Context: an optimization exercise on an open-source flow, tuned for small area and a short achievable clock period. The choices shown serve that exercise and are no tape-out recipe.
Function was checked by simulation only, so behaviour that the tests miss may differ from the original.
No activity file was given, so power comes from the tool's default toggle rates.

## vector_wavegen
module vector_wavegen (
    input  logic       clk,
    input  logic       reset,
    input  logic       enable,
    input  logic       rxd,
    output logic [7:0] xdac,
    output logic [7:0] ydac,
    output logic [3:0] list_index,
    output logic       loaded
);
    logic run;
    assign run = enable || loaded;
    logic rst_q;
    always_ff @(posedge clk)
        rst_q <= reset;
    logic [7:0] rx_byte;
    logic       rx_valid;
    logic       wr_valid;
    logic [2:0] sel;
    logic [3:0] count;
    uart_rx rx0 (
        .clk      (clk),
        .reset    (reset),
        .rxd      (rxd),
        .rx_byte  (rx_byte),
        .rx_valid (rx_valid)
    );
    program_loader loader0 (
        .clk      (clk),
        .reset    (reset),
        .rx_byte  (rx_byte),
        .rx_valid (rx_valid),
        .wr_valid (wr_valid),
        .sel      (sel),
        .count    (count),
        .loaded   (loaded)
    );
    logic [3:0] idx_p1;      
    logic       advance;
    logic       x_done, y_done;
    logic       step;
    assign step = run && advance;
    always_ff @(posedge clk) begin
        if (reset) begin
            list_index <= 4'd0;
            idx_p1     <= 4'd1;
            advance    <= 1'b0;
        end else begin
            advance <= run && x_done && y_done && !advance;
            if (step) begin
                list_index <= idx_p1;            
                idx_p1     <= idx_p1 + 4'd1;
            end
        end
    end
    logic [26:0] x_next, y_next;
    display_list list0 (
        .clk      (clk),
        .clr      (rst_q),
        .wr_valid (wr_valid),
        .sel      (sel),
        .wr_index (count),
        .wr_data  (rx_byte),
        .rd_index (idx_p1),
        .x_rd     (x_next),
        .y_rd     (y_next)
    );
    logic       hit_cur, hit_nxt;
    assign hit_cur = wr_valid && (count == list_index);
  ...
Settings: LEC_CHECK=0, CAP_MARGIN=20, CORE_MARGIN=2, CORE_UTILIZATION=70, SLEW_MARGIN=20; clock period 12.0 ns.
standard.sh (not shown) runs the stock make flow with config.mk's settings and CLKGATE_MAP_FILE= SYNTH_SCRIPT=/design/flow/synth_recipe.tcl, a recipe that flattens the netlist after the stock synthesis.
==> flow/flow/run.sh <==
#!/bin/bash
# The standard layout (same synthesis script and steps), with the repair
# margin, abc delay target and clock-tree options from params.sh
set -euo pipefail
W=$PWD
source $W/flow/params.sh
export CTS_ARGS BUFFER_PORTS_ARGS
make -C "$FLOW_HOME" DESIGN_CONFIG=$W/config.mk WORK_HOME=$W/orfs CLKGATE_MAP_FILE= \
    SYNTH_SCRIPT=$W/synth_recipe.tcl CAP_MARGIN=20 CORE_MARGIN=2 CORE_UTILIZATION=$UTIL \
    SLEW_MARGIN=20 $EXTRA_MAKE_ARGS finish > $W/make_finish.log 2>&1
R=$W/orfs/results/$FLOW_PLATFORM/vector_wavegen/base
: # left out here: write the final layout as DEF
==> flow/flow/params.sh <==
UTIL=70
EXTRA_MAKE_ARGS="SETUP_SLACK_MARGIN=8.6 ABC_CLOCK_PERIOD_IN_PS=1000 ABC_AREA=1 ADDER_MAP_FILE="
CTS_ARGS="-sink_clustering_enable -repair_clock_nets -dont_use_dummy_load -sink_clustering_size 24 -sink_clustering_max_diameter 80"
BUFFER_PORTS_ARGS=""
The starting point went through all stages and came out clean.
Next try:
==> flow/flow/run.sh (replaced) <==
#!/bin/bash
# The standard layout (same synthesis script and steps), with the repair
# margin, abc delay target and clock-tree options from params.sh
set -euo pipefail
W=$PWD
source $W/flow/params.sh
export CTS_ARGS BUFFER_PORTS_ARGS
make -C "$FLOW_HOME" DESIGN_CONFIG=$W/config.mk WORK_HOME=$W/orfs CLKGATE_MAP_FILE= \
    SYNTH_SCRIPT=$W/synth_recipe.tcl CAP_MARGIN=$CAPM CORE_MARGIN=2 CORE_UTILIZATION=$UTIL \
    SLEW_MARGIN=$SLEWM $EXTRA_MAKE_ARGS finish > $W/make_finish.log 2>&1
R=$W/orfs/results/$FLOW_PLATFORM/vector_wavegen/base
: # left out here: write the final layout as DEF
==> flow/flow/params.sh (replaced) <==
UTIL=70
EXTRA_MAKE_ARGS="SETUP_SLACK_MARGIN=8.6 ABC_CLOCK_PERIOD_IN_PS=1000 ADDER_MAP_FILE="
CTS_ARGS="-sink_clustering_enable -repair_clock_nets -dont_use_dummy_load -sink_clustering_size 27 -sink_clustering_max_diameter 90"
BUFFER_PORTS_ARGS=""
CAPM=10
SLEWM=10
=>
- worst setup slack is better by 0.053 ns
- cell count came out lower by 15%
- clock-buffer cell count came out lower by 4
- via count came out lower by 10%
- maximum frequency came out higher by 1.5%
- final area came out lower by 1.4%
- register-to-register slack is better by 0.07 ns
- sequential power hardly moves
- routed wire length came out lower by 11%

========
Setup of v18:
Another version of the RTL of vector_wavegen (not shown whole).
For scale: roughly 1000 flip-flops.
clock: 12.0 ns
lec_check: 0
cap_margin: 20
core_margin: 2
core_utilization: 60
slew_margin: 20
==> flow/flow/run.sh <==
#!/bin/bash
# The standard layout (same synthesis script and steps), with the repair
# margin, abc delay target and clock-tree options from params.sh
set -euo pipefail
W=$PWD
source $W/flow/params.sh
export CTS_ARGS BUFFER_PORTS_ARGS
make -C "$FLOW_HOME" DESIGN_CONFIG=$W/config.mk WORK_HOME=$W/orfs CLKGATE_MAP_FILE= \
    SYNTH_SCRIPT=$W/synth_recipe.tcl CAP_MARGIN=20 CORE_MARGIN=2 CORE_UTILIZATION=$UTIL \
    SLEW_MARGIN=20 $EXTRA_MAKE_ARGS finish > $W/make_finish.log 2>&1
R=$W/orfs/results/$FLOW_PLATFORM/vector_wavegen/base
: # left out here: write the final layout as DEF
==> flow/flow/params.sh <==
UTIL=60
EXTRA_MAKE_ARGS="SETUP_SLACK_MARGIN=8.3 ABC_CLOCK_PERIOD_IN_PS=1000"
CTS_ARGS="-sink_clustering_enable -repair_clock_nets -dont_use_dummy_load -sink_clustering_size 24 -sink_clustering_max_diameter 80"
BUFFER_PORTS_ARGS="-buffer_cell sky130_fd_sc_hd__buf_2"
Looking at the reports, v18 completed the entire flow and the layout it produced met the timing, DRC and antenna checks.
Relative to v18, the following input files were edited for v35:
==> flow/flow/params.sh <==
UTIL=60
EXTRA_MAKE_ARGS="SETUP_SLACK_MARGIN=8.6 ABC_CLOCK_PERIOD_IN_PS=1000 ADDER_MAP_FILE="
CTS_ARGS="-sink_clustering_enable -repair_clock_nets -dont_use_dummy_load -sink_clustering_size 24 -sink_clustering_max_diameter 80"
BUFFER_PORTS_ARGS=""
Notes after the runs:
- Between v35 and v18, the total leakage power does not differ in any meaningful way.
- Relative to v18, number of distinct standard cells referenced by the synthesized netlist increased by about 1.3% in v35.
- Wire length down about 10% in v35 wrt v18
Here is what was changed in the inputs of v43 compared with v35.
==> flow/flow/params.sh <==
UTIL=60
EXTRA_MAKE_ARGS="SETUP_SLACK_MARGIN=8.3 ABC_CLOCK_PERIOD_IN_PS=1000"
CTS_ARGS="-sink_clustering_enable -repair_clock_nets -dont_use_dummy_load -sink_clustering_size 30 -sink_clustering_max_diameter 100"
BUFFER_PORTS_ARGS=""
### Flow results
- Maximum frequency (higher): v35
- The worst clock skew on the final layout of v43 was inferior to that of v35.
- v43 vs v35: period utilization up in v43
- Comparing the two runs side by side, v43 comes out behind v35 on worst slack at placement.
- Between v43 and v35, proportion of synthesized area in mux cells is higher for v43, v35 comes in under that.
- Compared with v35, in v43 number of input and output port buffers inserted comparable, shortest period the worst path allows rose by 0.14 ns, final wirelength increased 15000 um.
- Compared with v35, v43 has less setup slack.
- Cmp v43 vs v35: fraction of standard cell area in multi-input logic higher in v43
Setup changes, v43 to v34
==> flow/flow/params.sh <==
UTIL=60
EXTRA_MAKE_ARGS="SETUP_SLACK_MARGIN=8.4 ABC_CLOCK_PERIOD_IN_PS=1000 ADDER_MAP_FILE="
CTS_ARGS="-sink_clustering_enable -repair_clock_nets -dont_use_dummy_load -sink_clustering_size 24 -sink_clustering_max_diameter 80"
BUFFER_PORTS_ARGS="-buffer_cell sky130_fd_sc_hd__buf_4"
==> comparison <==
v34 vs. v43: area fraction of clock buffers and clock inverters higher; via count lower. On v34: number of tap instances is about 1% lower than what v43 gave. v34 reports a lower post-CTS setup repair buffer count than v43 does. Min final total power across v34 and v43: v43. Relative to v43, v34 improves minimum setup slack in the final design. Re largest buffer count on any clock path: no difference whatsoever between v43 and v34. v34 reports a lower net load switching power than v43 does.

========
Another version of the RTL of vector_wavegen (not shown whole).
For scale: roughly 2900 cells after synthesis, ~1000 flip-flops, ~25 I/O pins, roughly 41000 µm² of cells after synthesis.
==> flow/config.mk <==
export PLATFORM = sky130hd
export DESIGN_NAME = vector_wavegen
export DESIGN_NICKNAME = vector_wavegen
export VERILOG_FILES = /design/flow/design.v
export SDC_FILE = /design/flow/constraint.sdc
export NUM_CORES = 4
export LEC_CHECK = 0
export CAP_MARGIN = 20
export CORE_MARGIN = 2
export CORE_UTILIZATION = 40
export SLEW_MARGIN = 20
==> flow/constraint.sdc <==
create_clock -name core_clock -period 12.0 [get_ports {clk}]
set_input_delay 2.4000 -clock core_clock [delete_from_list [all_inputs] [get_ports {clk}]]
set_output_delay 2.4000 -clock core_clock [all_outputs]
set_load 0.01 [all_outputs]
==> flow/flow/run.sh <==
#!/bin/bash
# The standard layout (same synthesis script and steps), with the repair
# margin, abc delay target and clock-tree options from params.sh
set -euo pipefail
W=$PWD
source $W/flow/params.sh
export CTS_ARGS
make -C "$FLOW_HOME" DESIGN_CONFIG=$W/config.mk WORK_HOME=$W/orfs CLKGATE_MAP_FILE= \
    SYNTH_SCRIPT=$W/synth_recipe.tcl CAP_MARGIN=20 CORE_MARGIN=2 CORE_UTILIZATION=40 \
    SLEW_MARGIN=20 $EXTRA_MAKE_ARGS finish > $W/make_finish.log 2>&1
R=$W/orfs/results/$FLOW_PLATFORM/vector_wavegen/base
: # left out here: write the final layout as DEF
==> flow/flow/params.sh <==
EXTRA_MAKE_ARGS="SETUP_SLACK_MARGIN=8.3 ABC_CLOCK_PERIOD_IN_PS=1000"
CTS_ARGS="-sink_clustering_enable -repair_clock_nets -dont_use_dummy_load"
The baseline ran to the end with no violations.
Change:
--- a/flow/flow/run.sh
+++ b/flow/flow/run.sh
@@ -5,7 +5,7 @@
 W=$PWD
 source $W/flow/params.sh
-export CTS_ARGS
+export CTS_ARGS BUFFER_PORTS_ARGS
 make -C "$FLOW_HOME" DESIGN_CONFIG=$W/config.mk WORK_HOME=$W/orfs CLKGATE_MAP_FILE= \
-    SYNTH_SCRIPT=$W/synth_recipe.tcl CAP_MARGIN=20 CORE_MARGIN=2 CORE_UTILIZATION=40 \
+    SYNTH_SCRIPT=$W/synth_recipe.tcl CAP_MARGIN=20 CORE_MARGIN=2 CORE_UTILIZATION=$UTIL \
     SLEW_MARGIN=20 $EXTRA_MAKE_ARGS finish > $W/make_finish.log 2>&1
 R=$W/orfs/results/$FLOW_PLATFORM/vector_wavegen/base
==> flow/flow/params.sh (replaced) <==
UTIL=60
EXTRA_MAKE_ARGS="SETUP_SLACK_MARGIN=8.3 ABC_CLOCK_PERIOD_IN_PS=1000"
CTS_ARGS="-sink_clustering_enable -repair_clock_nets -dont_use_dummy_load -sink_clustering_size 24 -sink_clustering_max_diameter 80"
BUFFER_PORTS_ARGS=""
- CORE_UTILIZATION: 40 -> 60
Effect: Utilization went up by 20 points. Final cell count went down by 13%. Critical path depth is unchanged. Final area went down by 4.0%. Count of clock-buffer cells in the layout went down by 49. Via count barely changes.
Change:
--- a/flow/flow/run.sh
+++ b/flow/flow/run.sh
@@ -5,5 +5,5 @@
 W=$PWD
 source $W/flow/params.sh
-export CTS_ARGS BUFFER_PORTS_ARGS
+export CTS_ARGS
 make -C "$FLOW_HOME" DESIGN_CONFIG=$W/config.mk WORK_HOME=$W/orfs CLKGATE_MAP_FILE= \
     SYNTH_SCRIPT=$W/synth_recipe.tcl CAP_MARGIN=20 CORE_MARGIN=2 CORE_UTILIZATION=$UTIL \
==> flow/flow/params.sh (replaced) <==
UTIL=60
EXTRA_MAKE_ARGS="SETUP_SLACK_MARGIN=8.3 ABC_CLOCK_PERIOD_IN_PS=1000"
CTS_ARGS="-sink_clustering_enable -repair_clock_nets -dont_use_dummy_load -sink_clustering_size 30 -sink_clustering_max_diameter 100"
=> Routed wire length is about the same; fmax went up by 0.39%; final area shrinks by 0.62%; setup slack gains 0.014 ns; final cell count decreases by 0.33%; hold slack improved by 0.0054 ns; via count barely changes.

[separate check: timing with driven ports]
No port has a modelled driver above. Below, the same layouts with a new extraction and two added sets of constraints. Step 1 sets driving cells, clkbuf_16 on the clock port and buf_2 on the other inputs (assumed; they add their load-dependent delay and slew). Step 2 times the ports against the registers' clock, not the clock port: input delays grow and output delays shrink by t, the midpoint of the rising clock arrivals with the driver on. Three values: ideal ports, drivers, drivers and shift; two values: the first two.
| run | shift t [ns] | slack for setup (ns) | worst setup path after step 2 | latest minus earliest clock arrival (ns) | worst register clock-pin slew, ns |
|---|---|---|---|---|---|
| the first run of note 1 | 0.684 | 8.476 / 8.413 / 8.043 | input to register | 0.047 / 0.047 | 0.10 / 0.10 |
| the second run of note 1 | 0.662 | 8.529 / 8.468 / 8.008 | input to register | 0.100 / 0.101 | 0.11 / 0.11 |
| v18 | 0.691 | 8.306 / 8.306 / 7.717 | input to register | 0.075 / 0.075 | 0.10 / 0.10 |
| v35 | 0.685 | 8.478 / 8.408 / 8.048 | input to register | 0.062 / 0.062 | 0.11 / 0.11 |
| v43 | 0.668 | 8.333 / 8.267 / 7.779 | input to register | 0.095 / 0.094 | 0.12 / 0.12 |
| v34 | 0.679 | 8.423 / 8.357 / 7.911 | input to register | 0.066 / 0.066 | 0.10 / 0.10 |
| the first run of note 3 | 0.722 | 8.336 / 8.272 / 7.661 | input to register | 0.064 / 0.064 | 0.07 / 0.07 |
| the second run of note 3 | 0.687 | 8.323 / 8.254 / 7.690 | input to register | 0.096 / 0.096 | 0.10 / 0.10 |
| the third run of note 3 | 0.667 | 8.337 / 8.269 / 7.719 | input to register | 0.087 / 0.087 | 0.12 / 0.12 |
After both steps every run listed still meets setup and hold. The setup slack of the first run of note 3, which loses most, moves by -0.064 ns with the drivers and by -0.675 ns with both steps.
